This is an optimization exercise on Yosys and OpenROAD, whose aim is small area, not a production implementation.
Function was checked by simulation only, so behaviour that the tests miss may differ from the original.
Power is estimated from default activity; no workload was simulated.

==> design/flow/design.v <==
package dprio_c3gxb_pkg;
  typedef enum logic [1:0] {
    IDLE,
    ADDR_FRAME,
    DATA_FRAME,
    COMPLETE
  } state_t;
  localparam logic [7:0] WIN_BASE   = 8'hC0;
  localparam logic [3:0] REG_C01    = 4'd1;
  localparam logic [3:0] REG_C02    = 4'd2;
  localparam int         CAL_MSB    = 10;
  localparam int         CAL_LSB    = 3;
  localparam int         CAL_EN_BIT = 6;
  function automatic int ch_width(input int n);
    ch_width = (n > 1) ? $clog2(n) : 1;
  endfunction
endpackage
module dprio_resp_regbank (
  input  logic        clock,
  input  logic        reset,
  input  logic        wr_en,       
  input  logic [1:0]  wr_bank,
  input  logic [4:0]  wr_slot,
  input  logic [15:0] wr_data,
  output logic [4:0]  slot,        
  output logic [63:0] loop_in      
);
  logic         clearing, wr_slot_now;
  logic [15:0]  new_word;
  logic [3:0]   replace;
  logic [511:0] sr0, sr1, sr2, sr3;
  always_ff @(posedge clock) begin
    if (reset) begin
      slot     <= '0;
      clearing <= 1'b1;
    end else begin
      slot     <= slot + 5'd1;
      if (slot == 5'd31) clearing <= 1'b0;
    end
  end
  assign wr_slot_now = wr_en && (slot == wr_slot);
  assign new_word    = clearing ? ((slot[3:0] == 4'd2) ? 16'h0004 : 16'h0000) : wr_data;
  always_comb begin
    for (int b = 0; b < 4; b++)
      replace[b] = clearing || (wr_slot_now && wr_bank == 2'(b));
  end
  assign loop_in[15:0]  = replace[0] ? new_word : sr0[511:496];
  assign loop_in[31:16] = replace[1] ? new_word : sr1[511:496];
  assign loop_in[47:32] = replace[2] ? new_word : sr2[511:496];
  assign loop_in[63:48] = replace[3] ? new_word : sr3[511:496];
  always_ff @(posedge clock) begin
    sr0 <= {sr0[495:0], loop_in[15:0]};
    sr1 <= {sr1[495:0], loop_in[31:16]};
    sr2 <= {sr2[495:0], loop_in[47:32]};
    sr3 <= {sr3[495:0], loop_in[63:48]};
  end
endmodule
import dprio_c3gxb_pkg::*;
module dprio_resp_c3gxb (
  input  logic        clock,
  input  logic        reset,
  input  logic [15:0] dprio_addr,
  input  logic [8:0]  quad_addr,
  input  logic [15:0] dprio_wrdata,
  input  logic        dprio_wren,
  input  logic        dprio_rden,
  input  logic        retain_addr,
  output logic        dprio_busy,
  output logic [15:0] dprio_rddata,
  output logic        protocol_err,
  output logic [7:0]  testbuses
);
  localparam logic [6:0] T_ADDR_LAST = 7'd34;
  localparam logic [6:0] T_DATA_LAST = 7'd68;
  localparam logic [6:0] T_COMPLETE  = 7'd69;
  localparam logic [6:0] T_AFTER     = 7'd70;
  logic [6:0]  tcnt;
  logic        idle, complete, req, retain_ok, in_hit;
  logic        cur_hit, cur_write, last_valid;
  logic [2:0]  cur_ch;
  logic [3:0]  cur_idx;
  logic [15:0] cur_data;           
  logic        cal_wr;
  logic [7:0]  cal_en, cal_ge;
  logic [4:0]  slot;
  logic [63:0] loop_in;
  logic        fetch;
  assign idle       = (tcnt == 7'd0) || (tcnt == T_AFTER);
  assign cal_wr     = (tcnt == T_AFTER) && cur_write && cur_hit;
  assign complete   = (tcnt == T_COMPLETE);
  assign req        = dprio_wren | dprio_rden;
  assign retain_ok  = dprio_wren & retain_addr & last_valid;
  assign dprio_busy = !idle && !complete;
  assign in_hit     = (dprio_addr[15:14] == 2'b00) && !quad_addr[8] &&
                      (dprio_addr[11:4] == WIN_BASE) && (quad_addr[7:1] == 7'd0);
  always_ff @(posedge clock) begin
    if (reset)          tcnt <= 7'd0;
    else if (idle)      tcnt <= !req ? 7'd0 : retain_ok ? T_ADDR_LAST + 7'd1 : 7'd1;
    else                tcnt <= tcnt + 7'd1;
  end
  assign fetch = dprio_busy && !cur_write && (slot == {cur_ch[0], cur_idx});
  always_ff @(posedge clock) begin
    if (reset) begin
      last_valid   <= 1'b0;
      cur_write    <= 1'b0;
      dprio_rddata <= '0;
      protocol_err <= 1'b0;
    end else begin
      protocol_err <= idle ? (dprio_wren && (dprio_rden || (retain_addr && !last_valid))) : req;
      if (idle && req) cur_write <= dprio_wren;
      if (tcnt == T_ADDR_LAST) last_valid <= 1'b1;
      if (tcnt == T_DATA_LAST && !cur_write)
        dprio_rddata <= cur_hit ? cur_data : 16'h0000;
    end
  end
  always_ff @(posedge clock) begin
    if (idle && req) begin
      cur_data <= dprio_wrdata;
      if (!retain_ok) begin
        cur_hit <= in_hit;
        cur_ch  <= {quad_addr[0], dprio_addr[13:12]};
        cur_idx <= dprio_addr[3:0];
      end
    end else if (fetch) begin
      cur_data <= loop_in[16*cur_ch[2:1] +: 16];
    end
  end
  always_ff @(posedge clock) begin
    if (reset) begin
      cal_en <= '0;
      cal_ge <= '0;
    end else if (cal_wr) begin
      if (cur_idx == REG_C01) cal_ge[cur_ch] <= (cur_data[CAL_MSB:CAL_LSB] >= 8'h30);
      if (cur_idx == REG_C02) cal_en[cur_ch] <= cur_data[CAL_EN_BIT];
    end
  end
  assign testbuses = cal_en & cal_ge;
  dprio_resp_regbank u_regbank (
    .clock   (clock),
    .reset   (reset),
    .wr_en   (cur_write && cur_hit),
    .wr_bank (cur_ch[2:1]),
    .wr_slot ({cur_ch[0], cur_idx}),
    .wr_data (cur_data),
    .slot    (slot),
    .loop_in (loop_in)
  );
endmodule
module dprio_resp_top (
  input  logic        clock,
  input  logic        reset,
  input  logic [15:0] dprio_addr,
  input  logic [8:0]  quad_addr,
  input  logic [15:0] dprio_wrdata,
  input  logic        dprio_wren,
  input  logic        dprio_rden,
  input  logic        retain_addr,
  output logic        dprio_busy,
  output logic [15:0] dprio_rddata,
  output logic        protocol_err,
  output logic [7:0]  testbuses
);
  dprio_resp_c3gxb u_resp (
    .clock        (clock),
    .reset        (reset),
    .dprio_addr   (dprio_addr),
    .quad_addr    (quad_addr),
    .dprio_wrdata (dprio_wrdata),
    .dprio_wren   (dprio_wren),
    .dprio_rden   (dprio_rden),
    .retain_addr  (retain_addr),
    .dprio_busy   (dprio_busy),
    .dprio_rddata (dprio_rddata),
    .protocol_err (protocol_err),
    .testbuses    (testbuses)
  );
endmodule
==> design/flow/flow/run.sh <==
#!/bin/bash
set -euo pipefail
here=$(pwd)
export BUFFER_PORTS_ARGS="-buffer_cell sky130_fd_sc_hd__buf_1"
export CTS_ARGS="-sink_clustering_enable -repair_clock_nets -buf_list sky130_fd_sc_hd__clkbuf_8 -sink_clustering_size 22 -sink_clustering_max_diameter 50 -dont_use_dummy_load"
rm -rf "$here/synth_scripts"
cp -r "$FLOW_HOME/scripts" "$here/synth_scripts"
cp "$here/flow/abc_area_map.script" "$here/synth_scripts/abc_speed.script"
bash standard.sh SCRIPTS_DIR="$here/synth_scripts" synth > synth.log 2>&1
bash standard.sh > standard.log 2>&1
==> design/flow/flow/abc_area_map.script <==
strash
dc2
dch -f
map -a
strash
dc2
dch -f
map -a
strash
dch -f
map -a
topo
stime -c
==> design/flow/standard.sh <==
#!/bin/bash
# synth_recipe.tcl (not shown) runs the flow's synth.tcl, then flattens the netlist and writes it again
# the make line also repeats each setting of config.mk as NAME=value (left out here)
make -C /OpenROAD-flow-scripts/flow DESIGN_CONFIG=/design/flow/config.mk WORK_HOME=/design/flow/orfs CLKGATE_MAP_FILE= SYNTH_SCRIPT=/design/flow/synth_recipe.tcl "${@:-finish}"
==> design/flow/config.mk <==
export PLATFORM = sky130hd
export DESIGN_NAME = dprio_resp_top
export DESIGN_NICKNAME = dprio_resp_top
export VERILOG_FILES = /design/flow/design.v
export SDC_FILE = /design/flow/constraint.sdc
export NUM_CORES = 4
export LEC_CHECK = 0
export CAP_MARGIN = 20
export CORE_MARGIN = 2
export CORE_UTILIZATION = 40
export CTS_BUF_LIST = sky130_fd_sc_hd__clkbuf_8
export CTS_CLUSTER_DIAMETER = 50
export CTS_CLUSTER_SIZE = 22
export PLACE_DENSITY = 0.75
export SLEW_MARGIN = 20
==> design/flow/constraint.sdc <==
create_clock -name core_clock -period 8.0 [get_ports {clock}]
set_input_delay 1.6000 -clock core_clock [delete_from_list [all_inputs] [get_ports {clock}]]
set_output_delay 1.6000 -clock core_clock [all_outputs]
set_load 0.01 [all_outputs]
==> results.cfg, run 1 <==
[floorplan]
io_pins = 72
die_w_um = 339.4
die_area_um2 = 115200
die_y_um = 339.4
core_um2 = 112000
start_util_pct = 40.17
num_rows = 123

[grt]
grt_pass1_vias = 17040
grt_antenna_before_repair = 19
grt_first_pass_wirelength_um = 94110
gr-total-overflow = 0
grt_max_degree = 38
track_usage_pct = 10.57

[critical_path]
crit_top_cell = nand2_1
critPathMaxFanout = 5
crit_arrival_ns = 2.45
cp_slowest_cell = nor4_1
crit_path_start_kind = flip-flop
required_ns = 6.40
end_kind = primary output
max_stage_delay_ns = 0.36
critPathKind = flip-flop to primary output
timing.rr.start = u_resp.tcnt[3]
critPathBufInv = 1
path_cells = or2_2 -> nor4_1 -> nand2_1 -> nand2_1 -> a21oi_1 -> buf_1
crit_family = simple AND/OR/NAND/NOR gates
critPathLaunch = u_resp.tcnt[3]

[pwr]
p_clk_share_pct = 26.5
power_frac_seq_pct = 71.3
p_per_area_nw_per_um2 = 310.8
irDropWorstVdd_mv = 0.2243
p_int_w = 0.01208
power_frac_comb_pct = 2.2
swShare_pct = 20.33
power_leakage_nw = 18.65
p_sw_w = 0.003083

[placed_design]
dp_slack_ns = 4.148
place.gp.congestion = 0.7942
port_buffers = 71
dp_hpwl_um = 38850

[routing]
first_pass_iters = 5
wl_per_cell_um = 14.45
antenna_left = 0
dr_total_vias = 17220
drt_iter0_markers = 1279
finalWirelength_um = 61870
drc_errors = 0
via_per_inst = 4.020

[synthesis]
yosysWarningCount = 2
syn_inst = 2585
yosysSeqAreaShare_pct = 94.84
synth_nets = 2642
ys_seq_elements = 2120
synth_top_area_share_pct = 93.24
synthesis.area_um2 = 45000
synth.area.top_cells = dfxtp_1 93%, edfxtp_1 1.6%, nand2_1 1.1%
synth_top_area_cell = dfxtp_1
synth.avg_cell_area_um2 = 17.41
synth.distinct_cells = 28

[clock_tree]
clockRootBuffer = clkbuf_8
htreeDepth = 3
cts-resized-gates = 0
cts-buffers-inserted = 113
clkTransAtPathRegs_ns = 0.12
cts_tree = built
clock_tree.buffer_depth = 3
cts.sinks = 2120
ctsHoldBuffers = 0
post_cts_buffers = 0
clock_latency_ns = 0.79

[sta]
rsz0062_at_grt = no
worstMarginPinSlew_ns = 1.140
hold_violations = 0
slew_viol_final = 0
finalSetupViolations = 0
fin_ws_ns = 3.954
fin_tns_setup_ns = 0
fin_skew_ns = 0.1283
max_freq_ghz = 0.2472
max_slew_margin_pct = 23.75
min_period_ns = 4.046
finalCritPeriodShare_pct = 50.58

[layout]
multi_input_area_um2 = 2222
final_common_cell = dfxtp_1
fillerInstances = 9565
final_cell_mix = 2,096 x dfxtp_1, 132 x nand2_1, 113 x clkbuf_8, 84 x o21ai_0, 70 x buf_1
nets = 2837
ff_latch_area_um2 = 42680
drive_gt1_share_pct = 4.932
area_growth_pct = 8.424

[run]
cap_violations = 0

[run_status]
status = timing/DRC/antenna clean

[min_path]
worstHoldStart = u_resp.u_regbank.sr2[427]
hp-class = flip-flop to flip-flop
flip-flops by register name (all words and copies together) (netlist names):
register	count
u_resp.u_regbank.sr0	512
u_resp.u_regbank.sr1	512
u_resp.u_regbank.sr2	512
u_resp.u_regbank.sr3	512
u_resp.cur_data	16
u_resp.dprio_rddata	16
u_resp.cal_en	8
u_resp.cal_ge	8
u_resp.tcnt	7
u_resp.u_regbank.slot	5
u_resp.cur_idx	4
u_resp.cur_ch	3
u_resp.cur_hit	1
u_resp.cur_write	1
u_resp.last_valid	1
u_resp.protocol_err	1
u_resp.u_regbank.clearing	1
cells by family (layout without fill, tap and decap cells):
group | Yosys count | count (layout) | share of synthesized area, %
buffers and inverters | 30 | 223 | 0.2502
flip-flops | 2120 | 2120 | 94.84
other | 0 | 5 | 0
AND/OR/NAND/NOR | 240 | 240 | 2.260
XOR/XNOR | 3 | 3 | 0.05839
AO/OA/AOI/OAI | 181 | 181 | 2.288
adder cells (fa/ha/maj) | 11 | 11 | 0.3058
cells in the mapped netlist:
cell,instances
and2_2,8
nand2_1,132
a211o_2,1
dfxtp_1,2096
a2111oi_0,1
nor3b_1,1
o22ai_1,2
ha_1,11
nand4_1,3
edfxtp_1,24
nor3_1,14
nor4_1,5
or2_2,2
a31oi_1,7
a21oi_1,50
clkinv_1,30
o21a_1,1
a311oi_1,2
a22oi_1,21
xor2_1,2
xnor2_1,1
a221oi_1,10
nor2_1,49
o2111ai_1,1
or4_2,1
nor4b_1,1
nand3_1,24
o21ai_0,85
layout make-up:
cell class                      instances  area share [%]
Clock buffer                          113           3.187
Inverter                               30          0.2308
Timing Repair Buffer                   80          0.6872
Multi-Input combinational cell        435           4.554
Sequential cell                      2120           87.47
Tap cell                             1500           3.846
Antenna cell                            5         0.02564
per-stage QoR:
step / cells / util [%] / instance area (um2) / hold WS (ns) / total power (W)
CTS: 4278 / 43.54 / 48780 / 0.2493 / 0.01528
global placement: 4165 / 42.15 / 47220 / 0.3096 / 0.01137
global route: 4279 / 43.54 / 48790 / 0.2492 / 0.01568
finish: 4283 / 43.55 / 48800 / 0.2472 / 0.01517
floorplan: 2585 / - / 45000 / 0.3096 / 0.01121
detailed placement: 4165 / 42.15 / 47220 / 0.3121 / 0.01138
layer usage:
metal  track usage, %  part of all wire, %
met1            15.45                   51
met4            4.176                  3.3
met5                0                 0.15
met3            3.478                  7.7
met2            14.36                   38
power by group through the flow:
stage	registers (W)	clock network, W	logic (W)
6_report	0.0108	0.00401	0.000337
3_5_place_dp	0.0111	0	0.000327
4_1_cts	0.0108	0.00414	0.000329
5_1_grt	0.0108	0.00448	0.000369
3_3_place_gp	0.0110	0	0.000317
2_1_floorplan	0.0110	0	0.000197
final timing paths:
path	to	slack, ns	cells after the start
max	dprio_busy	3.95	6
min	u_resp.u_regbank.sr2[443]	0.25	0
max reg2reg	u_resp.cur_idx[2]	4.48	8
min reg2reg	u_resp.u_regbank.sr2[443]	0.25	0
==> run 2: changes to the inputs <==
--- a/design/flow/design.v
+++ b/design/flow/design.v
@@ -34,8 +34,8 @@
       slot     <= '0;
       clearing <= 1'b1;
     end else begin
-      slot     <= slot + 5'd1;
-      if (slot == 5'd31) clearing <= 1'b0;
+      slot     <= {slot[3:0], slot[4] ^ slot[2] ^ (slot[3:0] == 4'd0)};
+      if (slot == 5'd16) clearing <= 1'b0;    
     end
   end
   assign wr_slot_now = wr_en && (slot == wr_slot);
@@ -70,10 +70,12 @@
   output logic        protocol_err,
   output logic [7:0]  testbuses
 );
-  localparam logic [6:0] T_ADDR_LAST = 7'd34;
-  localparam logic [6:0] T_DATA_LAST = 7'd68;
-  localparam logic [6:0] T_COMPLETE  = 7'd69;
-  localparam logic [6:0] T_AFTER     = 7'd70;
+  localparam logic [6:0] T_ADDR_FIRST = 7'd1;
+  localparam logic [6:0] T_ADDR_LAST  = 7'd44;
+  localparam logic [6:0] T_DATA_FIRST = 7'd89;
+  localparam logic [6:0] T_DATA_LAST  = 7'd19;
+  localparam logic [6:0] T_COMPLETE   = 7'd38;
+  localparam logic [6:0] T_AFTER      = 7'd77;
   logic [6:0]  tcnt;
   logic        idle, complete, req, retain_ok, in_hit;
   logic        cur_hit, cur_write, last_valid;
@@ -95,8 +97,8 @@
                       (dprio_addr[11:4] == WIN_BASE) && (quad_addr[7:1] == 7'd0);
   always_ff @(posedge clock) begin
     if (reset)          tcnt <= 7'd0;
-    else if (idle)      tcnt <= !req ? 7'd0 : retain_ok ? T_ADDR_LAST + 7'd1 : 7'd1;
-    else                tcnt <= tcnt + 7'd1;
+    else if (idle)      tcnt <= !req ? 7'd0 : retain_ok ? T_DATA_FIRST : T_ADDR_FIRST;
+    else                tcnt <= {tcnt[5:0], tcnt[6] ^ tcnt[5]};
   end
   assign fetch = dprio_busy && !cur_write && (slot == {cur_ch[0], cur_idx});
   always_ff @(posedge clock) begin
--- a/design/flow/config.mk
+++ b/design/flow/config.mk
@@ -10,6 +10,5 @@
 export CORE_UTILIZATION = 40
 export CTS_BUF_LIST = sky130_fd_sc_hd__clkbuf_8
 export CTS_CLUSTER_DIAMETER = 50
-export CTS_CLUSTER_SIZE = 22
-export PLACE_DENSITY = 0.75
+export CTS_CLUSTER_SIZE = 20
 export SLEW_MARGIN = 20
==> results.cfg, run 2 <==
[clock_tree]
clock_tree.buffer_depth = 3
clock_latency_ns = 0.78
clkTransAtPathRegs_ns = 0.11
cts.sinks = 2120
ctsHoldBuffers = 0
htreeDepth = 3
cts-resized-gates = 0
clockRootBuffer = clkbuf_8
post_cts_buffers = 0
cts_tree = built
cts-buffers-inserted = 117

[critical_path]
crit_arrival_ns = 2.24
reg2reg_slack_ns = 4.31
worstRegToRegCells = 8
critPathKind = flip-flop to primary output
required_ns = 6.40
critPathMaxFanout = 5
timing.rr.start = u_resp.tcnt[3]
end_kind = primary output
reg2reg_to = u_resp.cur_data[11]
crit_path_start_kind = flip-flop

[synthesis]
synth.distinct_cells = 26
synth_most_common_cell = dfxtp_1
synth.area.top_cells = dfxtp_1 93%, edfxtp_1 1.6%, nand2_1 1.0%
synth_top_area_share_pct = 93.46
synth_nets = 2622
syn_inst = 2573
synthFlopType = dfxtp_1
yosysWarningCount = 2
synth_top_area_cell = dfxtp_1
async_reset_ff_share_pct = 0
ys_top_cells_by_count = 2,096 x dfxtp_1, 121 x nand2_1, 81 x o21ai_0
synthesis.area_um2 = 44890
synth_edf_count = 24
ys_seq_elements = 2120
yosysSeqAreaShare_pct = 95.07
synth.avg_cell_area_um2 = 17.45

[placed_design]
dp_hpwl_um = 36490
place.gp.congestion = 0.7567
dp_slack_ns = 3.606
port_buffers = 71

[pwr]
irDropWorstVdd_mv = 0.2067
p_total_w = 0.01484
power_leakage_nw = 18.65
p_per_area_nw_per_um2 = 304.6

[sta]
finalCritPeriodShare_pct = 47.94
rsz0062_at_grt = no
fin_skew_ns = 0.1261
min_period_ns = 3.835
finalSetupViolations = 0
slew_viol_final = 0
max_slew_margin_pct = 36.29
hold_violations = 0
max_freq_ghz = 0.2607
worstMarginPinSlew_ns = 0.9530
fin_tns_setup_ns = 0
fin_ws_ns = 4.165

[floorplan]
die_y_um = 339.0
num_rows = 122
start_util_pct = 40.45
die_area_um2 = 114900
core_um2 = 111000
io_pins = 72
die_w_um = 339.0

[routing]
finalWirelength_um = 58470
via_per_inst = 3.962
first_pass_iters = 5
drt_iter0_markers = 945
dr_total_vias = 16910
wl_per_cell_um = 13.70
antenna_left = 0
drc_errors = 0

[layout]
final_common_cell = dfxtp_1
area_growth_pct = 8.542
drive_gt1_share_pct = 5.197
final_cell_mix = 2,096 x dfxtp_1, 121 x nand2_1, 117 x clkbuf_8, 81 x o21ai_0, 70 x buf_1
nets = 2822

[grt]
grt_first_pass_wirelength_um = 88510
gr-total-overflow = 0
grt_max_degree = 38
track_usage_pct = 10.12
grt_antenna_before_repair = 16
grt_pass1_vias = 15830

[min_path]
whs_endpoint = u_resp.u_regbank.sr2[126]
hp-class = flip-flop to flip-flop
worstHoldStart = u_resp.u_regbank.sr2[110]
hold_depth = 0

[run_status]
status = timing/DRC/antenna clean

[run]
cap_violations = 0
## run 2: cell count changes after synthesis, moves of 2 or more
cell      before  now
a31oi_1        7    5
nor2_1        49   54
mux2_2         0    4
nand4_1        3    6
o21ai_0       85   81
ha_1          11    3
a22oi_1       21   18
clkinv_1      30   36
nand2_1      132  121
## run 2: worst max path at each step
stage                         startpoint             endpoint  depth (start not counted)
after global routing      u_resp.tcnt[3]           dprio_busy                          5
after global placement        dprio_rden   u_resp.cur_data[5]                          6
after floorplan               dprio_wren   u_resp.cur_data[0]                          4
after CTS                 u_resp.tcnt[3]           dprio_busy                          5
final                     u_resp.tcnt[3]           dprio_busy                          5
after detailed placement      dprio_wren  u_resp.cur_data[10]                          6
## run 2: layer usage
layer / vias to the layer above / global-route usage, % / part of all wire [%]
met2: 368 / 12.87 / 36
met1: 7925 / 15.72 / 54
met5: - / 0 / 0.079
met3: 133 / 2.916 / 6.5
met4: 8 / 4.102 / 3.1
li1: 8473 / - / -
## run 2: stage by stage
step,hold slack (ns),instance area (um2),std cells,utilization (%)
after global routing,0.2273,48710,4260,43.89
after global placement,0.3096,47100,4142,42.44
final,0.2162,48730,4267,43.91
after floorplan,0.3096,44890,2573,-
after CTS,0.2276,48710,4259,43.89
after detailed placement,0.3121,47100,4142,42.44
## run 2: report_power, final
group	total, W	leakage (nW)	internal, W	switching, W
clock	0.00405	0.841	0.00132	0.00274
combinational	0.000112	0.679	0.0000309	0.0000811
sequential	0.0107	17.1	0.0106	0.0000349
total	0.0148	18.7	0.0120	0.00285
## run 2: cells by family (layout without fill, tap and decap cells)
kind of cell,count (synthesis),after routing,share of synthesized area (%)
flip-flops,2120,2120,95.07
AND/OR/NAND/NOR,237,237,2.255
AO/OA/AOI/OAI,172,172,2.171
buffers and inverters,36,234,0.3010
multiplexers,4,4,0.1003
adder cells (fa/ha/maj),3,3,0.08362
XOR/XNOR,1,1,0.01951
other,0,8,0
## run 2: layout make-up
cell class | count | area (um2)
Multi-Input combinational cell | 417 | 2078
Inverter | 36 | 135.1
Antenna cell | 8 | 20.02
Sequential cell | 2120 | 42680
Clock buffer | 117 | 1610
Tap cell | 1488 | 1862
Timing Repair Buffer | 81 | 342.8
Fill cell | 9750 | 62240
## run 2: critical path, stage by stage, from the launching register on
cell and delay (ns):
dfxtp_1 0.36, nor4_1 0.45, nand3_1 0.14, nand2_1 0.19, a21oi_1 0.16, buf_1 0.19
==> run 3: changes to the inputs <==
--- a/design/flow/design.v
+++ b/design/flow/design.v
@@ -82,10 +82,10 @@
   logic [2:0]  cur_ch;
   logic [3:0]  cur_idx;
   logic [15:0] cur_data;           
-  logic        cal_wr;
-  logic [7:0]  cal_en, cal_ge;
+  logic        cal_wr, other_fetch, other_cal;
   logic [4:0]  slot;
   logic [63:0] loop_in;
+  logic [15:0] rd_word;
   logic        fetch;
   assign idle       = (tcnt == 7'd0) || (tcnt == T_AFTER);
   assign cal_wr     = (tcnt == T_AFTER) && cur_write && cur_hit;
@@ -100,7 +100,8 @@
     else if (idle)      tcnt <= !req ? 7'd0 : retain_ok ? T_DATA_FIRST : T_ADDR_FIRST;
     else                tcnt <= {tcnt[5:0], tcnt[6] ^ tcnt[5]};
   end
-  assign fetch = dprio_busy && !cur_write && (slot == {cur_ch[0], cur_idx});
+  assign rd_word = loop_in[16*cur_ch[2:1] +: 16];
+  assign fetch   = dprio_busy && !cur_write && (slot == {cur_ch[0], cur_idx});
   always_ff @(posedge clock) begin
     if (reset) begin
       last_valid   <= 1'b0;
@@ -124,19 +125,24 @@
         cur_idx <= dprio_addr[3:0];
       end
     end else if (fetch) begin
-      cur_data <= loop_in[16*cur_ch[2:1] +: 16];
+      cur_data <= rd_word;
     end
+  end
+  assign other_fetch = !idle && cur_write && (slot == {cur_ch[0], cur_idx[3:2], cur_idx[0], cur_idx[1]});
+  always_ff @(posedge clock) begin
+    if (other_fetch)
+      other_cal <= cur_idx[0] ? rd_word[CAL_EN_BIT] : (rd_word[CAL_MSB:CAL_LSB] >= 8'h30);
   end
   always_ff @(posedge clock) begin
     if (reset) begin
-      cal_en <= '0;
-      cal_ge <= '0;
+      testbuses <= '0;
     end else if (cal_wr) begin
-      if (cur_idx == REG_C01) cal_ge[cur_ch] <= (cur_data[CAL_MSB:CAL_LSB] >= 8'h30);
-      if (cur_idx == REG_C02) cal_en[cur_ch] <= cur_data[CAL_EN_BIT];
+      if (cur_idx == REG_C01)
+        testbuses[cur_ch] <= (cur_data[CAL_MSB:CAL_LSB] >= 8'h30) && other_cal;
+      if (cur_idx == REG_C02)
+        testbuses[cur_ch] <= cur_data[CAL_EN_BIT] && other_cal;
     end
   end
-  assign testbuses = cal_en & cal_ge;
   dprio_resp_regbank u_regbank (
     .clock   (clock),
     .reset   (reset),
==> results.cfg, run 3 <==
[critical_path]
crit_path_start_kind = flip-flop
reg2reg_slack_ns = 4.41
end_kind = primary output
critPathKind = flip-flop to primary output
reg2reg_to = u_resp.cur_data[10]
crit_arrival_ns = 2.04
timing.rr.start = u_resp.tcnt[0]
worstRegToRegCells = 9
critPathMaxFanout = 5
required_ns = 6.40

[clock_tree]
htreeDepth = 4
clockRootBuffer = clkbuf_8
cts.sinks = 2113
clkTransAtPathRegs_ns = 0.09
cts-resized-gates = 0
ctsHoldBuffers = 0
post_cts_buffers = 0
cts_tree = built
clock_latency_ns = 0.80
clock_tree.buffer_depth = 3
cts-buffers-inserted = 130

[sta]
finalSetupViolations = 0
finalCritPeriodShare_pct = 45.52
worstMarginPinSlew_ns = 1.116
hold_violations = 0
min_period_ns = 3.642
rsz0062_at_grt = no
fin_tns_setup_ns = 0
max_freq_ghz = 0.2746
max_slew_margin_pct = 25.54
slew_viol_final = 0
fin_skew_ns = 0.08454

[pwr]
p_per_area_nw_per_um2 = 308.0
power_leakage_nw = 18.66
p_total_w = 0.01498
power_frac_comb_pct = 0.7
p_int_w = 0.01211
p_sw_w = 0.002869
p_clk_share_pct = 28.2
power_frac_seq_pct = 71.1
swShare_pct = 19.16
irDropWorstVdd_mv = 0.1384

[routing]
via_per_inst = 3.943
drc_errors = 0
finalWirelength_um = 57250
first_pass_iters = 5
wl_per_cell_um = 13.48
dr_total_vias = 16750
drt_iter0_markers = 1119
antenna_left = 0

[synthesis]
synth_top_area_cell = dfxtp_1
syn_inst = 2543
synth.distinct_cells = 23
synth.avg_cell_area_um2 = 17.55
synthFlopType = dfxtp_1
synthesis.area_um2 = 44630
synth_most_common_cell = dfxtp_1
yosysSeqAreaShare_pct = 95.35
synth.area.top_cells = dfxtp_1 94%, edfxtp_1 1.7%, nand2_1 1.0%
synth_top_area_share_pct = 93.66
ys_top_cells_by_count = 2,088 x dfxtp_1, 122 x nand2_1, 79 x o21ai_0
ys_seq_elements = 2113
synth_nets = 2592
async_reset_ff_share_pct = 0
synth_edf_count = 25
yosysWarningCount = 2

[placed_design]
port_buffers = 71
dpl-instance-area_um2 = 46830
place.gp.congestion = 0.7825
dp_hpwl_um = 35110

[floorplan]
start_util_pct = 40.33
die_y_um = 338.0
die_w_um = 338.0
io_pins = 72
core_um2 = 110700
die_area_um2 = 114300
num_rows = 122

[layout]
final_common_cell = dfxtp_1
postLayoutCellArea_um2 = 48630
nets = 2804
area_growth_pct = 8.972
final_cell_mix = 2,088 x dfxtp_1, 130 x clkbuf_8, 122 x nand2_1, 79 x o21ai_0, 70 x buf_1
drive_gt1_share_pct = 5.231

[grt]
grt_antenna_before_repair = 10
gr-total-overflow = 0
grt_first_pass_wirelength_um = 85900
grt_max_degree = 33
track_usage_pct = 10.04
grt_pass1_vias = 15330

[run_status]
status = timing/DRC/antenna clean

[run]
cap_violations = 0

[min_path]
whs_endpoint = u_resp.u_regbank.sr3[252]
hp-class = flip-flop to flip-flop
hold_depth = 0
worstHoldStart = u_resp.u_regbank.sr3[236]
-- run 3: cell types whose count changed after synthesis, moves of 3 or more --
| cell | before | now |
|---|---|---|
| a21oi_1 | 50 | 18 |
| a22oi_1 | 18 | 37 |
| nand3_1 | 24 | 8 |
| nor2_1 | 54 | 65 |
| a221oi_1 | 11 | 2 |
| a31oi_1 | 5 | 14 |
| and2_2 | 8 | 0 |
| dfxtp_1 | 2096 | 2088 |
| clkinv_1 | 36 | 41 |
| mux2_2 | 4 | 0 |
| xnor2_1 | 0 | 3 |
| xor2_1 | 1 | 4 |
-- run 3: power by group through the flow --
stage	clock (W)	sequential, W	combinational [W]
2_1_floorplan	0	0.0109	0.0000529
3_3_place_gp	0	0.0109	0.000101
3_5_place_dp	0	0.0109	0.000103
4_1_cts	0.00443	0.0106	0.000104
5_1_grt	0.00482	0.0107	0.000114
6_report	0.00423	0.0106	0.000105
-- run 3: worst max-delay path, stage by stage, from the launching register on --
cell     delay [ns]
dfxtp_1        0.41
nor2_1         0.08
nand4_1        0.12
nand2_1        0.17
a21oi_1        0.28
buf_1          0.20
-- run 3: cells by family (layout without fill, tap and decap cells) --
kind of cell | count (synthesis) | in the layout | share of synthesized area, %
adder cells (fa/ha/maj) | 3 | 3 | 0.08412
AND/OR/NAND/NOR | 221 | 221 | 1.993
buffers and inverters | 41 | 251 | 0.3449
AO/OA/AOI/OAI | 158 | 158 | 2.094
flip-flops | 2113 | 2113 | 95.35
other | 0 | 6 | 0
XOR/XNOR | 7 | 7 | 0.1374
-- run 3: how the worst max path moves through the flow --
stage	from	end	cells past startpoint
after global placement	dprio_wren	u_resp.cur_data[13]	6
after global routing	u_resp.cur_ch[1]	u_resp.other_cal	12
after CTS	u_resp.tcnt[0]	dprio_busy	6
after detailed placement	dprio_wren	u_resp.cur_data[11]	6
after floorplan	dprio_wren	u_resp.cur_data[0]	4
final	u_resp.tcnt[5]	dprio_busy	5
-- run 3: layout make-up --
class	count	area (um2)
Antenna cell	6	15.01
Clock buffer	130	1789
Fill cell	9626	62040
Inverter	41	153.9
Multi-Input combinational cell	389	1926
Sequential cell	2113	42550
Tap cell	1488	1862
Timing Repair Buffer	80	335.3
-- run 3: routing by layer --
layer | part of all wire [%] | track usage (%) | wire [um]
met5 | 0.012 | 0 | 7
met4 | 2.6 | 4.104 | 1476
met3 | 6.6 | 2.969 | 3765
met2 | 37 | 13.05 | 20970
met1 | 54 | 15.30 | 31030
-- run 3: per-stage QoR --
step | hold slack [ns] | std cells | util [%] | worst slack (ns)
3_3_place_gp | 0.3096 | 4111 | 42.31 | 3.892
5_1_grt | 0.2397 | 4243 | 43.93 | 4.132
3_5_place_dp | 0.3121 | 4111 | 42.31 | 3.782
4_1_cts | 0.2415 | 4241 | 43.93 | 4.279
6_report | 0.2358 | 4247 | 43.94 | 4.358
2_1_floorplan | 0.3096 | 2543 | - | 4.526
==> run 4: changes to the inputs <==
--- a/design/flow/config.mk
+++ b/design/flow/config.mk
@@ -10,5 +10,6 @@
 export CORE_UTILIZATION = 40
 export CTS_BUF_LIST = sky130_fd_sc_hd__clkbuf_8
 export CTS_CLUSTER_DIAMETER = 50
-export CTS_CLUSTER_SIZE = 20
+export CTS_CLUSTER_SIZE = 22
+export PLACE_DENSITY = 0.75
 export SLEW_MARGIN = 20
==> results.cfg, run 4 <==
[routing]
drc_errors = 0
via_per_inst = 3.948
wl_per_cell_um = 14.38
antenna_left = 0
drt_iter0_markers = 1130
first_pass_iters = 5
dr_total_vias = 16690
finalWirelength_um = 60800

[sta]
fin_skew_ns = 0.09016
max_slew_margin_pct = 30.51
worstMarginPinSlew_ns = 1.041
finalSetupViolations = 0
max_freq_ghz = 0.2743
finalCritPeriodShare_pct = 45.56
whs_ns = 0.2391
fin_tns_setup_ns = 0
hold_violations = 0
slew_viol_final = 0
min_period_ns = 3.645
rsz0062_at_grt = no

[synthesis]
ys_top_cells_by_count = 2,088 x dfxtp_1, 122 x nand2_1, 79 x o21ai_0
ys_seq_elements = 2113
syn_inst = 2543
async_reset_ff_share_pct = 0
synth_most_common_cell = dfxtp_1
synthFlopType = dfxtp_1
synth_edf_count = 25
synth.area.top_cells = dfxtp_1 94%, edfxtp_1 1.7%, nand2_1 1.0%
synth.avg_cell_area_um2 = 17.55
synth.distinct_cells = 23
synth_top_area_cell = dfxtp_1
yosysWarningCount = 2
synthesis.area_um2 = 44630
synth_top_area_share_pct = 93.66
yosysSeqAreaShare_pct = 95.35
synth_nets = 2592

[layout]
area_growth_pct = 8.431
multi_input_area_um2 = 1926
fin_util_pct = 43.73
drive_gt1_share_pct = 4.642
final_common_cell = dfxtp_1
final_cell_mix = 2,088 x dfxtp_1, 122 x nand2_1, 113 x clkbuf_8, 79 x o21ai_0, 70 x buf_1
fillerInstances = 9274
ff_latch_area_um2 = 42550
nets = 2787

[placed_design]
port_buffers = 71
dp_hpwl_um = 39190
place.gp.congestion = 0.7890

[pwr]
power_leakage_nw = 18.54
p_per_area_nw_per_um2 = 304.5
p_total_w = 0.01473
irDropWorstVdd_mv = 0.1670

[critical_path]
cp_slowest_cell = dfxtp_1
end_kind = primary output
critPathKind = flip-flop to primary output
critPathBufInv = 1
required_ns = 6.40
crit_family = flip-flops
critPathMaxFanout = 5
path_cells = nor2_1 -> nand4_1 -> nand2_1 -> a21oi_1 -> buf_1
max_stage_delay_ns = 0.42
crit_arrival_ns = 2.05
crit_path_start_kind = flip-flop

[clock_tree]
ctsHoldBuffers = 0
clkTransAtPathRegs_ns = 0.12
cts-resized-gates = 0
clock_tree.buffer_depth = 3
clock_latency_ns = 0.78
cts.sinks = 2113
post_cts_buffers = 0
clockRootBuffer = clkbuf_8
cts_tree = built
htreeDepth = 3
cts-buffers-inserted = 113

[floorplan]
core_um2 = 110700
num_rows = 122
die_w_um = 338.0
die_y_um = 338.0
io_pins = 72
die_area_um2 = 114300
start_util_pct = 40.33

[grt]
grt_antenna_before_repair = 15
grt_first_pass_wirelength_um = 90010
grt_max_degree = 33
track_usage_pct = 10.52
grt_pass1_vias = 16130
gr-total-overflow = 0

[run]
cap_violations = 0

[min_path]
hp-class = flip-flop to flip-flop

[run_status]
status = timing/DRC/antenna clean
[run 4: cell counts after synthesis]
Identical to the previous run, type by type.
[run 4: worst paths after layout]
| kind | start | to | slack [ns] | depth (start not counted) |
|---|---|---|---|---|
| hold reg to reg | u_resp.u_regbank.sr2[115] | u_resp.u_regbank.sr2[131] | 0.24 | 0 |
| hold / removal | u_resp.u_regbank.sr2[115] | u_resp.u_regbank.sr2[131] | 0.24 | 0 |
| setup / recovery | u_resp.tcnt[4] | dprio_busy | 4.35 | 5 |
| setup reg to reg | u_resp.cur_ch[1] | u_resp.other_cal | 4.48 | 12 |
[run 4: logic make-up after synthesis]
logic type,Yosys count,synth area share [%]
flip-flops,2113,95.35
buffers and inverters,41,0.3449
XOR/XNOR,7,0.1374
AO/OA/AOI/OAI,158,2.094
adder cells (fa/ha/maj),3,0.08412
AND/OR/NAND/NOR,221,1.993
[run 4: routing by layer]
layer | GRT usage (%) | vias up | part of all wire [%]
li1 | - | 8305 | -
met1 | 16.02 | 7787 | 52
met2 | 14.23 | 468 | 38
met3 | 2.557 | 127 | 7.2
met4 | 4.095 | 2 | 2.9
met5 | 0 | - | 0.021
[run 4: cell type report]
type / count / area share [%]
multi-input cells: 389 / 3.979
diodes: 3 / 0.01551
well taps: 1488 / 3.847
inverters: 41 / 0.3180
repair buffers: 80 / 0.6930
clock buffers: 113 / 3.214
flip-flops and latches: 2113 / 87.93
[run 4: report_power, final]
part           internal, W  switching, W  total (W)
Combinational    0.0000268     0.0000790   0.000106
Sequential          0.0106     0.0000299     0.0106
Clock              0.00127       0.00272    0.00399
[run 4: per-stage QoR]
step | area (um2) | std cells | worst slack, ns
finish | 48390 | 4227 | 4.355
global route | 48390 | 4225 | 4.221
CTS | 48380 | 4224 | 4.290
detailed placement | 46830 | 4111 | 3.815
global placement | 46830 | 4111 | 3.902
floorplan | 44630 | 2543 | 4.526
==> run 5: changes to the inputs <==
--- a/design/flow/config.mk
+++ b/design/flow/config.mk
@@ -8,8 +8,5 @@
 export CAP_MARGIN = 20
 export CORE_MARGIN = 2
 export CORE_UTILIZATION = 40
-export CTS_BUF_LIST = sky130_fd_sc_hd__clkbuf_8
-export CTS_CLUSTER_DIAMETER = 50
-export CTS_CLUSTER_SIZE = 22
-export PLACE_DENSITY = 0.75
+export PLACE_DENSITY = 0.7
 export SLEW_MARGIN = 20
==> results.cfg, run 5 <==
[run_status]
status = timing/DRC/antenna clean

[floorplan]
start_util_pct = 40.33
die_y_um = 338.0
die_area_um2 = 114300
core_um2 = 110700
io_pins = 72
die_w_um = 338.0
num_rows = 122

[synthesis]
synthFlopType = dfxtp_1
synthesis.area_um2 = 44630
yosysSeqAreaShare_pct = 95.35
synth_top_area_share_pct = 93.66
ys_top_cells_by_count = 2,088 x dfxtp_1, 122 x nand2_1, 79 x o21ai_0
synth_top_area_cell = dfxtp_1
synth_most_common_cell = dfxtp_1
async_reset_ff_share_pct = 0
yosysWarningCount = 2
ys_seq_elements = 2113
syn_inst = 2543
synth.area.top_cells = dfxtp_1 94%, edfxtp_1 1.7%, nand2_1 1.0%
synth.avg_cell_area_um2 = 17.55
synth_nets = 2592
synth.distinct_cells = 23
synth_edf_count = 25

[layout]
final-instance-count-excl-fill = 4236
drive_gt1_share_pct = 4.677
fin_util_pct = 43.75
nets = 2788
final_common_cell = dfxtp_1
final_cell_mix = 2,088 x dfxtp_1, 122 x nand2_1, 113 x clkbuf_8, 79 x o21ai_0, 70 x buf_1
postLayoutCellArea_um2 = 48420
area_growth_pct = 8.492

[placed_design]
dpl-instance-area_um2 = 46830
place_inst = 4112
place.gp.congestion = 0.8786
dp_hpwl_um = 37210
port_buffers = 71

[sta]
fin_skew_ns = 0.1256
finalCritPeriodShare_pct = 49.28
max_freq_ghz = 0.2537
worstMarginPinSlew_ns = 1.108
whs_ns = 0.2344
min_period_ns = 3.942
slew_viol_final = 0
rsz0062_at_grt = no
fin_tns_setup_ns = 0
max_slew_margin_pct = 25.54
finalSetupViolations = 0
hold_violations = 0

[critical_path]
crit_path_start_kind = flip-flop
worstRegToRegCells = 9
max_stage_delay_ns = 0.47
cp_slowest_cell = a21oi_1
critPathBufInv = 1
crit_family = simple AND/OR/NAND/NOR gates
critPathKind = flip-flop to primary output
path_cells = nor2_1 -> nand4_1 -> nand2_1 -> a21oi_1 -> buf_1
required_ns = 6.40
end_kind = primary output
crit_cells = 5
critPathMaxFanout = 5
crit_arrival_ns = 2.34

[pwr]
irDropWorstVdd_mv = 0.1484
power_leakage_nw = 18.54
p_per_area_nw_per_um2 = 304.3

[routing]
drc_errors = 0
wl_per_cell_um = 13.94
dr_total_vias = 16710
first_pass_iters = 8
finalWirelength_um = 59060
antenna_left = 0
drt_iter0_markers = 1331
via_per_inst = 3.945

[clock_tree]
cts-buffers-inserted = 113
ctsHoldBuffers = 0
clock_latency_ns = 0.77
clkTransAtPathRegs_ns = 0.12
cts_tree = built
htreeDepth = 3
cts.sinks = 2113
cts-resized-gates = 0
post_cts_buffers = 0
clock_tree.buffer_depth = 3
clockRootBuffer = clkbuf_8

[grt]
grt_first_pass_wirelength_um = 88750
gr-total-overflow = 0
grt_max_degree = 33
grt_pass1_vias = 15970
track_usage_pct = 10.24
grt_antenna_before_repair = 13

[min_path]
hold_depth = 0
hp-class = flip-flop to flip-flop

[run]
cap_violations = 0
[run 5: stage by stage]
step                total power (W)  setup slack [ns]
finish                      0.01473             4.058
global route                0.01527             3.876
CTS                         0.01487             4.034
detailed placement          0.01098             3.832
global placement            0.01098             3.887
floorplan                   0.01092             4.526
[run 5: cell families (layout without fill, tap and decap cells)]
family / after synthesis / after routing / share of synthesized area (%)
AOI/OAI and AO/OA: 158 / 158 / 2.094
xor gates and xnor gates: 7 / 7 / 0.1374
adders and majority gates: 3 / 3 / 0.08412
buffers and inverters: 41 / 235 / 0.3449
DFF: 2113 / 2113 / 95.35
other: 0 / 11 / 0
and+or+nand+nor: 221 / 221 / 1.993
[run 5: layer usage]
| layer | track usage, % | wire, um | part of all wire, % | up-vias |
|---|---|---|---|---|
| met3 | 2.620 | 4197 | 7.1 | 137 |
| met5 | 0 | 25 | 0.042 | - |
| li1 | - | - | - | 8325 |
| met4 | 3.489 | 1648 | 2.8 | 4 |
| met2 | 13.31 | 21260 | 36 | 463 |
| met1 | 16.15 | 31920 | 54 | 7780 |
[run 5: worst paths after layout]
check                                 start  slack (ns)                        end
setup / recovery             u_resp.tcnt[5]        4.06                 dprio_busy
hold / removal    u_resp.u_regbank.sr3[168]        0.23  u_resp.u_regbank.sr3[184]
setup reg to reg             u_resp.tcnt[2]        4.38         u_resp.cur_data[9]
hold reg to reg   u_resp.u_regbank.sr3[168]        0.23  u_resp.u_regbank.sr3[184]
[run 5: where the power goes]
part / internal, W / switching, W / leakage [nW]
logic: 0.0000273 / 0.0000765 / 0.656
registers: 0.0106 / 0.0000314 / 17.1
clock network: 0.00127 / 0.00271 / 0.813
[run 5: final cells by class]
cell class | instances | area (um2)
clock buffers | 113 | 1555
well taps | 1488 | 1862
repair buffers | 81 | 342.8
flip-flops and latches | 2113 | 42550
diodes | 11 | 27.53
inverters | 41 | 153.9
fillers | 9439 | 62250
multi-input cells | 389 | 1926
[run 5: worst reg2reg max path, cell delays in order (launching register included)]
cell      delay [ns]
dfxtp_1         0.36
clkinv_1        0.12
nor2_1          0.14
nand4_1         0.18
nand2_1         0.31
clkinv_1        0.17
nor2_1          0.11
buf_4           0.20
clkinv_1        0.64
nand2_1         0.97
==> run 6: changes to the inputs <==
==> design/flow/flow/run.sh (replaced) <==
#!/bin/bash
set -euo pipefail
here=$(pwd)
export BUFFER_PORTS_ARGS="-buffer_cell sky130_fd_sc_hd__buf_1"
export CTS_ARGS="-sink_clustering_enable -repair_clock_nets -buf_list sky130_fd_sc_hd__clkbuf_8 -sink_clustering_size 21 -sink_clustering_max_diameter 60 -dont_use_dummy_load"
rm -rf "$here/synth_scripts"
cp -r "$FLOW_HOME/scripts" "$here/synth_scripts"
cp "$here/flow/abc_area_map.script" "$here/synth_scripts/abc_speed.script"
bash standard.sh SCRIPTS_DIR="$here/synth_scripts" synth > synth.log 2>&1
bash standard.sh > standard.log 2>&1
--- a/design/flow/config.mk
+++ b/design/flow/config.mk
@@ -8,5 +8,8 @@
 export CAP_MARGIN = 20
 export CORE_MARGIN = 2
 export CORE_UTILIZATION = 40
-export PLACE_DENSITY = 0.7
+export CTS_BUF_LIST = sky130_fd_sc_hd__clkbuf_8
+export CTS_CLUSTER_DIAMETER = 50
+export CTS_CLUSTER_SIZE = 22
+export PLACE_DENSITY = 0.75
 export SLEW_MARGIN = 20
==> results.cfg, run 6 <==
[layout]
area_growth_pct = 8.436
final_cell_mix = 2,088 x dfxtp_1, 122 x nand2_1, 113 x clkbuf_8, 79 x o21ai_0, 70 x buf_1
drive_gt1_share_pct = 4.642
nets = 2787
final_common_cell = dfxtp_1
final-instance-count-excl-fill = 4228

[placed_design]
place.gp.congestion = 0.7890
port_buffers = 71
dp_slack_ns = 3.815
dp_hpwl_um = 39190
place_inst = 4111

[critical_path]
critPathKind = flip-flop to primary output
crit_arrival_ns = 2.06
crit_path_start_kind = flip-flop
critPathMaxFanout = 5
end_kind = primary output
required_ns = 6.40

[clock_tree]
ctsHoldBuffers = 0
clock_latency_ns = 0.77
post_cts_buffers = 0
clkTransAtPathRegs_ns = 0.11
cts_tree = built
cts-buffers-inserted = 113
cts.sinks = 2113
clock_tree.buffer_depth = 3
clockRootBuffer = clkbuf_8
cts-resized-gates = 0
htreeDepth = 3

[synthesis]
yosysWarningCount = 2
synth_nets = 2592
ys_seq_elements = 2113
syn_inst = 2543
synth_top_area_share_pct = 93.66
async_reset_ff_share_pct = 0
synth.area.top_cells = dfxtp_1 94%, edfxtp_1 1.7%, nand2_1 1.0%
yosysSeqAreaShare_pct = 95.35
ys_top_cells_by_count = 2,088 x dfxtp_1, 122 x nand2_1, 79 x o21ai_0
synthFlopType = dfxtp_1
synth_most_common_cell = dfxtp_1
synth_edf_count = 25
synth_top_area_cell = dfxtp_1
synthesis.area_um2 = 44630
synth.distinct_cells = 23
synth.avg_cell_area_um2 = 17.55

[floorplan]
start_util_pct = 40.33
die_area_um2 = 114300
num_rows = 122
die_y_um = 338.0
io_pins = 72
core_um2 = 110700
die_w_um = 338.0

[routing]
wl_per_cell_um = 14.28
via_per_inst = 3.952
drt_iter0_markers = 1252
first_pass_iters = 5
drc_errors = 0
finalWirelength_um = 60360
antenna_left = 0
dr_total_vias = 16710

[sta]
rsz0062_at_grt = no
fin_tns_setup_ns = 0
max_freq_ghz = 0.2736
fin_ws_ns = 4.345
slew_viol_final = 0
hold_violations = 0
min_period_ns = 3.655
finalCritPeriodShare_pct = 45.69
worstMarginPinSlew_ns = 1.019
fin_skew_ns = 0.1365
max_slew_margin_pct = 32.00
finalSetupViolations = 0

[grt]
grt_pass1_vias = 16090
track_usage_pct = 10.42
grt_antenna_before_repair = 17
gr-total-overflow = 0
grt_first_pass_wirelength_um = 89420
grt_max_degree = 33

[pwr]
power_frac_comb_pct = 0.7
p_sw_w = 0.002824
p_int_w = 0.01191
power_frac_seq_pct = 72.2
swShare_pct = 19.17
irDropWorstVdd_mv = 0.1626
p_per_area_nw_per_um2 = 304.5
power_leakage_nw = 18.54
p_clk_share_pct = 27.1

[run_status]
status = timing/DRC/antenna clean

[run]
cap_violations = 0

[min_path]
hp-class = flip-flop to flip-flop
## run 6: cell counts after synthesis
Identical to the previous run, type by type.
## run 6: cells by family after synthesis
| logic type | count (synthesis) | synth area share, % |
|---|---|---|
| DFF | 2113 | 95.35 |
| and+or+nand+nor | 221 | 1.993 |
| AOI/OAI and AO/OA | 158 | 2.094 |
| buffers and inverters | 41 | 0.3449 |
| xor gates and xnor gates | 7 | 0.1374 |
| adders and majority gates | 3 | 0.08412 |
## run 6: layout make-up
class / count / area, um2
diodes: 4 / 10.01
clock buffers: 113 / 1555
fillers: 9265 / 62280
inverters: 41 / 153.9
multi-input cells: 389 / 1926
flip-flops and latches: 2113 / 42550
well taps: 1488 / 1862
repair buffers: 80 / 335.3
## run 6: critical path: stages, from the launching register on
cell and delay [ns]:
dfxtp_1 0.42, nor2_1 0.09, nand4_1 0.12, nand2_1 0.17
a21oi_1 0.33, buf_1 0.19
## run 6: routing by layer
layer	part of all wire (%)	vias to the layer above	global-route usage (%)	wire length [um]
met5	0.045	-	0	27
met4	2.5	4	3.783	1509
met3	7.0	121	2.437	4208
met2	38	452	14.13	22770
met1	53	7815	16.00	31850
li1	-	8316	-	-
## run 6: final timing paths
kind	startpoint	endpoint	slack, ns	cells past startpoint
min reg2reg	u_resp.u_regbank.sr2[188]	u_resp.u_regbank.sr2[204]	0.19	0
max reg2reg	u_resp.cur_ch[2]	u_resp.other_cal	4.47	12
max	u_resp.tcnt[4]	dprio_busy	4.34	5
min	u_resp.u_regbank.sr2[188]	u_resp.u_regbank.sr2[204]	0.19	0
## run 6: per-stage QoR
| stage | hold slack (ns) | area, um2 | power (W) | util [%] |
|---|---|---|---|---|
| 2_1_floorplan | 0.3096 | 44630 | 0.01092 | - |
| 5_1_grt | 0.1859 | 48390 | 0.01525 | 43.72 |
| 6_report | 0.1948 | 48390 | 0.01473 | 43.73 |
| 4_1_cts | 0.1929 | 48380 | 0.01487 | 43.72 |
| 3_5_place_dp | 0.3121 | 46830 | 0.01098 | 42.31 |
| 3_3_place_gp | 0.3095 | 46830 | 0.01098 | 42.31 |
## run 6: power by group through the flow
stage	Combinational, W	Sequential, W	Clock, W
6_report	0.000106	0.0106	0.00399
5_1_grt	0.000115	0.0107	0.00448
4_1_cts	0.000104	0.0106	0.00412
3_5_place_dp	0.000103	0.0109	0
3_3_place_gp	0.000102	0.0109	0
2_1_floorplan	0.0000529	0.0109	0
==> run 7: changes to the inputs <==
==> design/flow/flow/run.sh (replaced) <==
#!/bin/bash
set -euo pipefail
here=$(pwd)
export BUFFER_PORTS_ARGS="-buffer_cell sky130_fd_sc_hd__buf_1"
export CTS_ARGS="-sink_clustering_enable -repair_clock_nets -buf_list sky130_fd_sc_hd__clkbuf_8 -sink_clustering_size 22 -sink_clustering_max_diameter 45 -dont_use_dummy_load"
rm -rf "$here/synth_scripts"
cp -r "$FLOW_HOME/scripts" "$here/synth_scripts"
cp "$here/flow/abc_area_map.script" "$here/synth_scripts/abc_speed.script"
bash standard.sh SCRIPTS_DIR="$here/synth_scripts" synth > synth.log 2>&1
bash standard.sh > standard.log 2>&1
==> results.cfg, run 7 <==
[pwr]
irDropWorstVdd_mv = 0.1662
power_leakage_nw = 18.58
p_total_w = 0.01480
p_per_area_nw_per_um2 = 305.4

[synthesis]
synth_edf_count = 25
synth.avg_cell_area_um2 = 17.55
synth_top_area_cell = dfxtp_1
ys_seq_elements = 2113
ys_top_cells_by_count = 2,088 x dfxtp_1, 122 x nand2_1, 79 x o21ai_0
synth.area.top_cells = dfxtp_1 94%, edfxtp_1 1.7%, nand2_1 1.0%
yosysSeqAreaShare_pct = 95.35
synth_top_area_share_pct = 93.66
yosysWarningCount = 2
synthesis.area_um2 = 44630
async_reset_ff_share_pct = 0
synth_nets = 2592
synth.distinct_cells = 23
synth_most_common_cell = dfxtp_1
syn_inst = 2543
synthFlopType = dfxtp_1

[critical_path]
crit_family = flip-flops
critPathKind = flip-flop to primary output
timing.rr.start = u_resp.cur_ch[2]
cp_slowest_cell = dfxtp_1
reg2reg_slack_ns = 4.52
critPathBufInv = 1
crit_cells = 5
max_stage_delay_ns = 0.42
reg2reg_to = u_resp.other_cal
crit_path_end = dprio_busy
critPathMaxFanout = 5
critPathLaunch = u_resp.tcnt[4]
required_ns = 6.40
path_cells = nor2_1 -> nand4_1 -> nand2_1 -> a21oi_1 -> buf_1
end_kind = primary output
worstRegToRegCells = 12
crit_path_start_kind = flip-flop
crit_arrival_ns = 2.03

[clock_tree]
post_cts_buffers = 0
clockRootBuffer = clkbuf_8
clock_tree.buffer_depth = 3
cts-buffers-inserted = 119
cts_tree = built
clkTransAtPathRegs_ns = 0.12
htreeDepth = 3
clock_latency_ns = 0.76
ctsHoldBuffers = 0
cts.sinks = 2113
cts-resized-gates = 0

[routing]
dr_total_vias = 16700
first_pass_iters = 5
finalWirelength_um = 60730
wl_per_cell_um = 14.34
antenna_left = 0
wl_met2_um = 22910
routed.top_layer = met5
via_per_inst = 3.944
drc_errors = 0
wl_met3_um = 4234
wl_met1_um = 31920
drt_iter0_markers = 1143

[floorplan]
core_um2 = 110700
die_y_um = 338.0
io_pins = 72
die_w_um = 338.0
start_util_pct = 40.33
num_rows = 122
die_area_um2 = 114300

[sta]
max_slew_margin_pct = 31.61
hold_violations = 0
worstMarginPinSlew_ns = 1.025
fin_skew_ns = 0.1012
finalSetupViolations = 0
finalCritPeriodShare_pct = 45.36
max_freq_ghz = 0.2756
min_period_ns = 3.628
slew_viol_final = 0
fin_tns_setup_ns = 0
rsz0062_at_grt = no

[layout]
ff_latch_area_um2 = 42550
area_growth_pct = 8.627
multi_input_area_um2 = 1926
final_cell_mix = 2,088 x dfxtp_1, 122 x nand2_1, 119 x clkbuf_8, 79 x o21ai_0, 70 x buf_1
fillerInstances = 9246
nets = 2793
drive_gt1_share_pct = 4.850
final_common_cell = dfxtp_1

[grt]
grt_first_pass_wirelength_um = 89560
grt_pass1_vias = 16100
gr-total-overflow = 0
grt_max_degree = 33
grt_antenna_before_repair = 18
track_usage_pct = 10.43

[run]
cap_violations = 0

[placed_design]
place.gp.congestion = 0.7890
dp_hpwl_um = 39190
port_buffers = 71

[run_status]
status = timing/DRC/antenna clean

[min_path]
hp-class = flip-flop to flip-flop
-- run 7: logic make-up after synthesis --
group           after synthesis  share of synthesized area [%]
simple gates                221                          1.993
buf+inv                      41                         0.3449
fa+ha+maj                     3                        0.08412
xor+xnor                      7                         0.1374
flops                      2113                          95.35
compound gates              158                          2.094
-- run 7: worst reg2reg max path, delay by kind of cell (launching register included) --
family                 cells  cell delay, ns
AND/OR/NAND/NOR            5            1.32
flip-flops                 1            0.50
buffers and inverters      2            0.49
AO/OA/AOI/OAI              5            0.95
-- run 7: worst min-delay path by stage --
| stage | startpoint | end | slack, ns | cells after the start |
|---|---|---|---|---|
| finish | u_resp.u_regbank.sr0[76] | u_resp.u_regbank.sr0[92] | 0.22 | 0 |
| global route | u_resp.u_regbank.sr0[76] | u_resp.u_regbank.sr0[92] | 0.20 | 0 |
| CTS | u_resp.u_regbank.sr0[76] | u_resp.u_regbank.sr0[92] | 0.21 | 0 |
| detailed placement | u_resp.u_regbank.sr0[358] | u_resp.u_regbank.sr0[374] | 0.31 | 0 |
| global placement | u_resp.u_regbank.sr1[421] | u_resp.u_regbank.sr1[437] | 0.31 | 0 |
| floorplan | u_resp.u_regbank.sr0[84] | u_resp.u_regbank.sr0[100] | 0.31 | 0 |
-- run 7: per-layer routing --
metal | GRT usage (%) | vias to the layer above
met3 | 2.414 | 138
met1 | 16.04 | 7769
met2 | 14.09 | 456
met5 | 0 | -
met4 | 3.943 | 6
li1 | - | 8332
-- run 7: final cells by class --
| cell class | count | share of cell area [%] |
|---|---|---|
| antenna | 5 | 0.02581 |
| clock buffer | 119 | 3.379 |
| inverter | 41 | 0.3175 |
| multi-input combinational | 389 | 3.972 |
| sequential | 2113 | 87.77 |
| tap | 1488 | 3.841 |
| timing repair buffer | 80 | 0.6917 |
-- run 7: stage by stage --
stage | hold slack [ns] | setup slack [ns] | cell area [um2] | instances | util, %
6_report | 0.2224 | 4.372 | 48480 | 4235 | 43.80
5_1_grt | 0.2006 | 4.235 | 48470 | 4231 | 43.80
4_1_cts | 0.2106 | 4.298 | 48470 | 4230 | 43.79
3_5_place_dp | 0.3121 | 3.815 | 46830 | 4111 | 42.31
3_3_place_gp | 0.3095 | 3.902 | 46830 | 4111 | 42.31
2_1_floorplan | 0.3096 | 4.526 | 44630 | 2543 | -
-- run 7: power breakdown --
part | internal (W) | switching [W]
Sequential | 0.0106 | 0.0000299
Combinational | 0.0000268 | 0.0000791
Clock | 0.00134 | 0.00272

-- static timing again, ports no longer ideal --
Ports are ideal in the flow. The routed layouts listed here were re-timed in OpenROAD.
Step 1 assumes that a clkbuf_16 drives the clock port and a buf_2 every other input.
Step 2 also shifts input and output timing later by t, the mid clock arrival at the registers, as if the neighbouring blocks saw the same clock.
Three values: no drivers, after step 1, after step 2; two values: the first two.
run	t, ns	setup slack, ns	hold slack, ns	latest minus earliest clock arrival (ns)	slew at the worst register clock pin (ns)
run 1	0.774	3.954 / 3.893 / 4.091	0.247 / 0.247 / 0.247	0.151 / 0.151	0.12 / 0.12
run 2	0.784	4.165 / 4.100 / 3.679	0.216 / 0.216 / 0.216	0.129 / 0.129	0.12 / 0.12
run 3	0.831	4.358 / 4.293 / 3.697	0.236 / 0.236 / 0.236	0.105 / 0.105	0.12 / 0.12
run 4	0.763	4.355 / 4.290 / 3.807	0.239 / 0.239 / 0.239	0.159 / 0.160	0.12 / 0.12
run 5	0.772	4.058 / 4.000 / 3.811	0.234 / 0.234 / 0.234	0.140 / 0.140	0.12 / 0.12
run 6	0.771	4.345 / 4.284 / 3.774	0.195 / 0.195 / 0.195	0.160 / 0.160	0.12 / 0.12
run 7	0.754	4.372 / 4.311 / 3.818	0.222 / 0.222 / 0.222	0.145 / 0.145	0.12 / 0.12
After both steps setup and hold are still met in every run listed. The setup slack of run 3, which loses most, moves by -0.065 ns with the drivers and by -0.661 ns with both steps.
